Source: an optimization exercise on an open RTL-to-GDS flow (aim: small area, a short achievable clock period and few clock cycles per item). Production flows keep margins and buffers that such runs may drop.
Where RTL was checked, it was by simulation tests only, not by an equivalence proof against the original.
Power is estimated from default activity; no workload was simulated.

==> flow/design.v (excerpt) <==
module rv_exec_top (
  input  wire logic        clk,
  input  wire logic        rst_n,
  input  wire logic        in_valid,
  output logic             in_ready,
  input  wire logic [31:0] in_insn,
  input  wire logic [31:0] in_pc,
  input  wire logic [31:0] in_rs1_data,
  input  wire logic [31:0] in_rs2_data,
  output logic             out_valid,
  input  wire logic        out_ready,
  output logic [4:0]       out_rd,
  output logic             out_wb_en,
  output logic [31:0]      out_wdata,
  output logic             out_br_taken,
  output logic [31:0]      out_next_pc,
  output logic             out_illegal
);
For scale: about 1400 cells after synthesis, about 73 flip-flops, about 210 I/O pins, ~10000 um^2 of cells after synthesis.
==> flow/config.mk <==
export PLATFORM = sky130hd
export DESIGN_NAME = rv_exec_top
export DESIGN_NICKNAME = rv_exec_top
export VERILOG_FILES = /design/flow/design.v
export SDC_FILE = /design/flow/constraint.sdc
export NUM_CORES = 4
export LEC_CHECK = 0
export CAP_MARGIN = 20
export CORE_MARGIN = 2
export CORE_UTILIZATION = 50
export CTS_BUF_LIST = sky130_fd_sc_hd__clkbuf_8
export GPL_TIMING_DRIVEN = 0
export SETUP_SLACK_MARGIN = 0.3
export SLEW_MARGIN = 20
export BUFFER_PORTS_ARGS = -buffer_cell sky130_fd_sc_hd__buf_1
==> flow/constraint.sdc <==
create_clock -name core_clock -period 5.0 [get_ports {clk}]
set_input_delay 1.0000 -clock core_clock [delete_from_list [all_inputs] [get_ports {clk}]]
set_output_delay 1.0000 -clock core_clock [all_outputs]
set_load 0.01 [all_outputs]
standard.sh (not shown) runs the stock make flow with config.mk's settings and CLKGATE_MAP_FILE= SYNTH_SCRIPT=/design/flow/synth_recipe.tcl, a recipe that flattens the netlist after the stock synthesis.
==> flow/flow/run.sh <==
#!/bin/bash
set -euo pipefail
printf '%s\n' 'export BUFFER_PORTS_ARGS = -buffer_cell sky130_fd_sc_hd__buf_1' >> config.mk
bash standard.sh > standard.log 2>&1
Testbench counts at the start, summed over its fixed seeds: cycles 8,008, items 8,000.
Next try:
--- a/flow/config.mk
+++ b/flow/config.mk
@@ -8,5 +8,5 @@
 export CAP_MARGIN = 20
 export CORE_MARGIN = 2
-export CORE_UTILIZATION = 50
+export CORE_UTILIZATION = 60
 export CTS_BUF_LIST = sky130_fd_sc_hd__clkbuf_8
 export GPL_TIMING_DRIVEN = 0
Result: The new run finished with timing, DRC and antenna clean. Fmax is lower by a few percent. Die area is lower by about a fifth. Synthesized cell count does not change. Design area is lower slightly. Routed wire length is lower slightly. Setup slack gets worse by 0.15 ns.

* * *

== v6 ==
rv_exec_top, a different RTL version from the one above (not shown whole).
Size in the first run: roughly 1,300 cells after synthesis, ~73 flip-flops, ~210 I/O pins, roughly 11,000 um2 of cells after synthesis.
// rv_exec_top
module rv_exec_top (
  input  wire logic        clk,
  input  wire logic        rst_n,
  input  wire logic        in_valid,
  output logic             in_ready,
  input  wire logic [31:0] in_insn,
  input  wire logic [31:0] in_pc,
  input  wire logic [31:0] in_rs1_data,
  input  wire logic [31:0] in_rs2_data,
  output logic             out_valid,
  input  wire logic        out_ready,
  output logic [4:0]       out_rd,
  output logic             out_wb_en,
  output logic [31:0]      out_wdata,
  output logic             out_br_taken,
  output logic [31:0]      out_next_pc,
  output logic             out_illegal
);
export LEC_CHECK = 0
export CAP_MARGIN = 20
export CORE_MARGIN = 2
export CORE_UTILIZATION = 50
export GPL_TIMING_DRIVEN = 0
export SETUP_SLACK_MARGIN = 0.3
export SLEW_MARGIN = 20
create_clock -name core_clock -period 5.0 [get_ports {clk}]
run.sh (not shown) runs the stock make flow with config.mk's settings and CLKGATE_MAP_FILE= SYNTH_SCRIPT=/design/flow/synth_recipe.tcl, a recipe that flattens the netlist after the stock synthesis.
Stock flow here: none of the scripts above is used.
v6 finished all stages; the layout is clean.
Testbench counts of v6, summed over its fixed seeds: cycles 8,008, items 8,000.
For v7, these inputs were changed with respect to v6:
==> flow/flow/run.sh (new file) <==
#!/bin/bash
set -euo pipefail
printf '%s\n' 'export BUFFER_PORTS_ARGS = -buffer_cell sky130_fd_sc_hd__buf_1' >> config.mk
bash standard.sh > standard.log 2>&1
==> flow/standard.sh (new file) <==
#!/bin/bash
# synth_recipe.tcl (not shown) runs the flow's synth.tcl, then flattens the netlist and writes it again
# the make line also repeats each setting of config.mk as NAME=value (left out here)
make -C /OpenROAD-flow-scripts/flow DESIGN_CONFIG=/design/flow/config.mk WORK_HOME=/design/flow/orfs CLKGATE_MAP_FILE= SYNTH_SCRIPT=/design/flow/synth_recipe.tcl "${@:-finish}"
--- a/flow/config.mk
+++ b/flow/config.mk
@@ -13 +13,2 @@
 export SLEW_MARGIN = 20
+export BUFFER_PORTS_ARGS = -buffer_cell sky130_fd_sc_hd__buf_1
removed: flow/run.sh
==> comparison <==
Summary of v7 over v6: combinational share of power now smaller; global-route wire length before repair -240 um.
Clock-cell share of area in v7 vs v6: up 0.36 points
v7 against v6; wire length is up slightly.
clkdlybuf4s50_1 as the most frequent standard cell in the layout excluding fill and tap cells was reported by v6, and buf_1 by v7.
Diff v6 -> v7 | total internal power | down by a few percent
Between v7 and v6, the global-route usage does not differ in any meaningful way.
Looking at switching fraction of total power, v7 sits 1.4 points higher than v6 does.
Compared to v6, v7 shows a wider setup margin.
Via density per instance sits higher in v7 than in v6.
Re combined area of all synthesized cells: no difference whatsoever between v7 and v6.

* * *

Another version of the RTL of rv_exec_top (not shown whole).
For scale: ~1300 cells after synthesis, roughly 110 flip-flops, ~210 I/O pins, about 11000 µm² of cells after synthesis.
export LEC_CHECK = 0
export CAP_MARGIN = 20
export CORE_MARGIN = 2
export CORE_UTILIZATION = 50
export GPL_TIMING_DRIVEN = 0
export SETUP_SLACK_MARGIN = 0.7
export SLEW_MARGIN = 20
export BUFFER_PORTS_ARGS = -buffer_cell sky130_fd_sc_hd__buf_1
create_clock -name core_clock -period 5.0 [get_ports {clk}]
standard.sh (not shown) runs the stock make flow with config.mk's settings and CLKGATE_MAP_FILE= SYNTH_SCRIPT=/design/flow/synth_recipe.tcl, a recipe that flattens the netlist after the stock synthesis.
==> flow/flow/run.sh <==
#!/bin/bash
set -euo pipefail
printf '%s\n' 'export BUFFER_PORTS_ARGS = -buffer_cell sky130_fd_sc_hd__buf_1' >> config.mk
bash standard.sh > standard.log 2>&1
The starting point finished clean.
Testbench counts at the start, summed over its fixed seeds: cycles 8,008, items 8,000.
Rerun with:
- CORE_UTILIZATION: 50 -> 45
- SETUP_SLACK_MARGIN: 0.7 -> 1.0
The new run completed with no timing, DRC or antenna violations; hold slack loses 7.2 ps; cell count grows by 3.5%; routed wire length shrinks by about 3.2%; synthesized area stays the same; die area grows by 11%.
Rerun with:
- CORE_UTILIZATION: 45 -> 50
Utilization rises by 5.8 points.
Worst setup slack gains 35 ps.
Register-to-register slack got worse by 390 ps.
Flip-flop and latch count is unchanged.
Via count came out higher by a few percent.
Global-route usage goes up by 5.1 points.
Rerun with:
- CORE_UTILIZATION: 50 -> 55
The changed run ran to the end with no violations.
Maximum frequency is lower by 1.5%.
Final cell count came out lower by 1.1%.
Sequential share of layout area grows by 0.13 points.
Utilization goes up by 6.4 points.

* * *

lane 1:
rv_exec_top, a different RTL version from the one above (not shown whole).
Size in the first run: about 1700 cells after synthesis, ~110 flip-flops, roughly 210 I/O pins, about 0.014 mm2 of cells after synthesis.
==> flow/config.mk <==
export PLATFORM = sky130hd
export DESIGN_NAME = rv_exec_top
export DESIGN_NICKNAME = rv_exec_top
export VERILOG_FILES = /design/flow/design.v
export SDC_FILE = /design/flow/constraint.sdc
export NUM_CORES = 4
export LEC_CHECK = 0
export ABC_CLOCK_PERIOD_IN_PS = 3000
export CAP_MARGIN = 20
export CORE_MARGIN = 2
export CORE_UTILIZATION = 50
export GPL_TIMING_DRIVEN = 0
export SETUP_SLACK_MARGIN = 1.2
export SLEW_MARGIN = 20
==> flow/constraint.sdc <==
create_clock -name core_clock -period 5.0 [get_ports {clk}]
set_input_delay 1.0000 -clock core_clock [delete_from_list [all_inputs] [get_ports {clk}]]
set_output_delay 1.0000 -clock core_clock [all_outputs]
set_load 0.01 [all_outputs]
run.sh (not shown) runs the stock make flow with config.mk's settings and CLKGATE_MAP_FILE= SYNTH_SCRIPT=/design/flow/synth_recipe.tcl, a recipe that flattens the netlist after the stock synthesis.
Stock flow here: none of the scripts above is used.
Relative to lane 1, the following input files were edited for lane 2:
- clearing ABC_CLOCK_PERIOD_IN_PS, which used to be 3000
- clearing GPL_TIMING_DRIVEN, which used to be 0
- clearing SETUP_SLACK_MARGIN, which used to be 1.2
- swapping 50 for 40 in CORE_UTILIZATION
Results
Lane 2 -> lane 1: clock skew flat
For lane 2, the highest metal layer with signal wires was met5, unlike lane 1, where it was met4.
Measured against each other, lane 2 and lane 1 differ in met2 usage in global routing, the higher figure coming from lane 1.
Setup WNS lane 1 -> lane 2: worse
Reported for lane 2 and lane 1, number of enable-type register cells in the synthesized netlist turned out identical to the last digit.
Sort lane 2 and lane 1 by relative area change from synthesis to final layout, descending, and lane 1 comes first.
In the reports for lane 2 and lane 1, the smaller timing-limited maximum frequency belongs to lane 2.
No functional check of the RTL was part of any run of this note.

* * *

rv_exec_top, a different RTL version from the one above (not shown whole).
Size in the first run: roughly 1600 cells after synthesis, ~73 flip-flops.
==> flow/config.mk <==
export PLATFORM = sky130hd
export DESIGN_NAME = rv_exec_top
export DESIGN_NICKNAME = rv_exec_top
export VERILOG_FILES = /design/flow/design.v
export SDC_FILE = /design/flow/constraint.sdc
export NUM_CORES = 4
export LEC_CHECK = 0
export CAP_MARGIN = 20
export CORE_MARGIN = 2
export CORE_UTILIZATION = 50
export GPL_TIMING_DRIVEN = 0
export SLEW_MARGIN = 20
export BUFFER_PORTS_ARGS = -buffer_cell sky130_fd_sc_hd__buf_1
export RECOVER_POWER = 100
==> flow/constraint.sdc <==
create_clock -name core_clock -period 5.0 [get_ports {clk}]
set_input_delay 1.0000 -clock core_clock [delete_from_list [all_inputs] [get_ports {clk}]]
set_output_delay 1.0000 -clock core_clock [all_outputs]
set_load 0.01 [all_outputs]
standard.sh (not shown) runs the stock make flow with config.mk's settings and CLKGATE_MAP_FILE= SYNTH_SCRIPT=/design/flow/synth_recipe.tcl, a recipe that flattens the netlist after the stock synthesis.
==> flow/flow/run.sh <==
#!/bin/bash
set -euo pipefail
extra='export BUFFER_PORTS_ARGS = -buffer_cell sky130_fd_sc_hd__buf_1
export RECOVER_POWER = 100'
printf '%s\n' "$extra" >> config.mk
bash standard.sh > standard.log 2>&1
The first run finished but fails on setup timing.
Testbench counts at the start, summed over its fixed seeds: cycles 8,008, items 8,000.
==> next run, changes <==
==> flow/run.sh (new file) <==
#!/bin/bash
# synth_recipe.tcl (not shown) runs the flow's synth.tcl, then flattens the netlist and writes it again
# the make line also repeats each setting of config.mk as NAME=value (left out here)
make -C /OpenROAD-flow-scripts/flow DESIGN_CONFIG=/design/flow/config.mk WORK_HOME=/design/flow/orfs CLKGATE_MAP_FILE= SYNTH_SCRIPT=/design/flow/synth_recipe.tcl finish
--- a/flow/config.mk
+++ b/flow/config.mk
@@ -12,3 +12 @@
 export SLEW_MARGIN = 20
-export BUFFER_PORTS_ARGS = -buffer_cell sky130_fd_sc_hd__buf_1
-export RECOVER_POWER = 100
removed: flow/flow/run.sh
removed: flow/standard.sh
What happened: The new run produced a layout that fails on setup timing; power rose by a few percent; synthesized area does not change; utilization came out higher by 6.0 points; clock skew is about the same; die area does not change; cell area rises by roughly a tenth; wire length came out higher slightly; via count came out higher slightly; worst setup slack is better by 20 ps; sequential share of layout area decreases by 1.3 points.

## what the ideal ports hide
How much do the figures lean on ideal ports? The routed layouts below were timed once more, with nothing changed but the port constraints.
Step 1 (the two cells are an assumption about what drives the block):
set clk [get_ports {clk}]
set_driving_cell -lib_cell sky130_fd_sc_hd__clkbuf_16 $clk
set_driving_cell -lib_cell sky130_fd_sc_hd__buf_2 [delete_from_list [all_inputs] $clk]
Step 2 times the ports against the registers' clock, not the clock port: input delays grow and output delays shrink by t, the midpoint of the rising clock arrivals with the driver on.
Slacks: ideal / step 1 / step 2; pairs: ideal / step 1.
run | t, ns | slack for setup (ns) | hold slack, ns | worst register clock-pin slew, ns | pins driven straight from the clock port
the first run of note 1 | 0.393 | 0.343 / 0.329 / -0.064 | 0.378 / 0.366 / 0.450 | 0.10 / 0.10 | 1
the second run of note 1 | 0.397 | 0.194 / 0.195 / -0.202 | 0.390 / 0.376 / 0.449 | 0.10 / 0.10 | 1
v6 | 0.401 | 0.251 / 0.256 / -0.145 | 0.770 / 0.757 / 0.770 | 0.07 / 0.07 | 1
v7 | 0.397 | 0.262 / 0.278 / -0.119 | 0.400 / 0.380 / 0.766 | 0.07 / 0.07 | 1
the first run of note 3 | 0.421 | 0.672 / 0.693 / 0.272 | 0.373 / 0.346 / 0.529 | 0.08 / 0.08 | 1
the second run of note 3 | 0.423 | 0.952 / 0.909 / 0.485 | 0.366 / 0.334 / 0.555 | 0.09 / 0.09 | 1
the third run of note 3 | 0.420 | 0.987 / 0.952 / 0.532 | 0.385 / 0.363 / 0.561 | 0.09 / 0.09 | 1
the fourth run of note 3 | 0.422 | 0.928 / 0.946 / 0.524 | 0.377 / 0.357 / 0.573 | 0.09 / 0.09 | 1
lane 1 | 0.494 | 0.172 / 0.200 / -0.294 | 0.686 / 0.661 / 0.819 | 0.07 / 0.07 | 1
lane 2 | 0.476 | 0.135 / 0.157 / -0.319 | 0.712 / 0.701 / 0.949 | 0.06 / 0.06 | 1
the first run of note 5 | 0.389 | -0.046 / -0.084 / -0.473 | 0.402 / 0.379 / 0.768 | 0.07 / 0.07 | 1
the second run of note 5 | 0.394 | -0.026 / -0.035 / -0.429 | 0.816 / 0.794 / 0.842 | 0.07 / 0.07 | 1
Met with ideal ports but missed after step 2: setup timing in 6 of these runs. For the second run of note 3, which loses most, drivers alone change the setup slack by -0.043 ns; drivers and shift together by -0.467 ns.
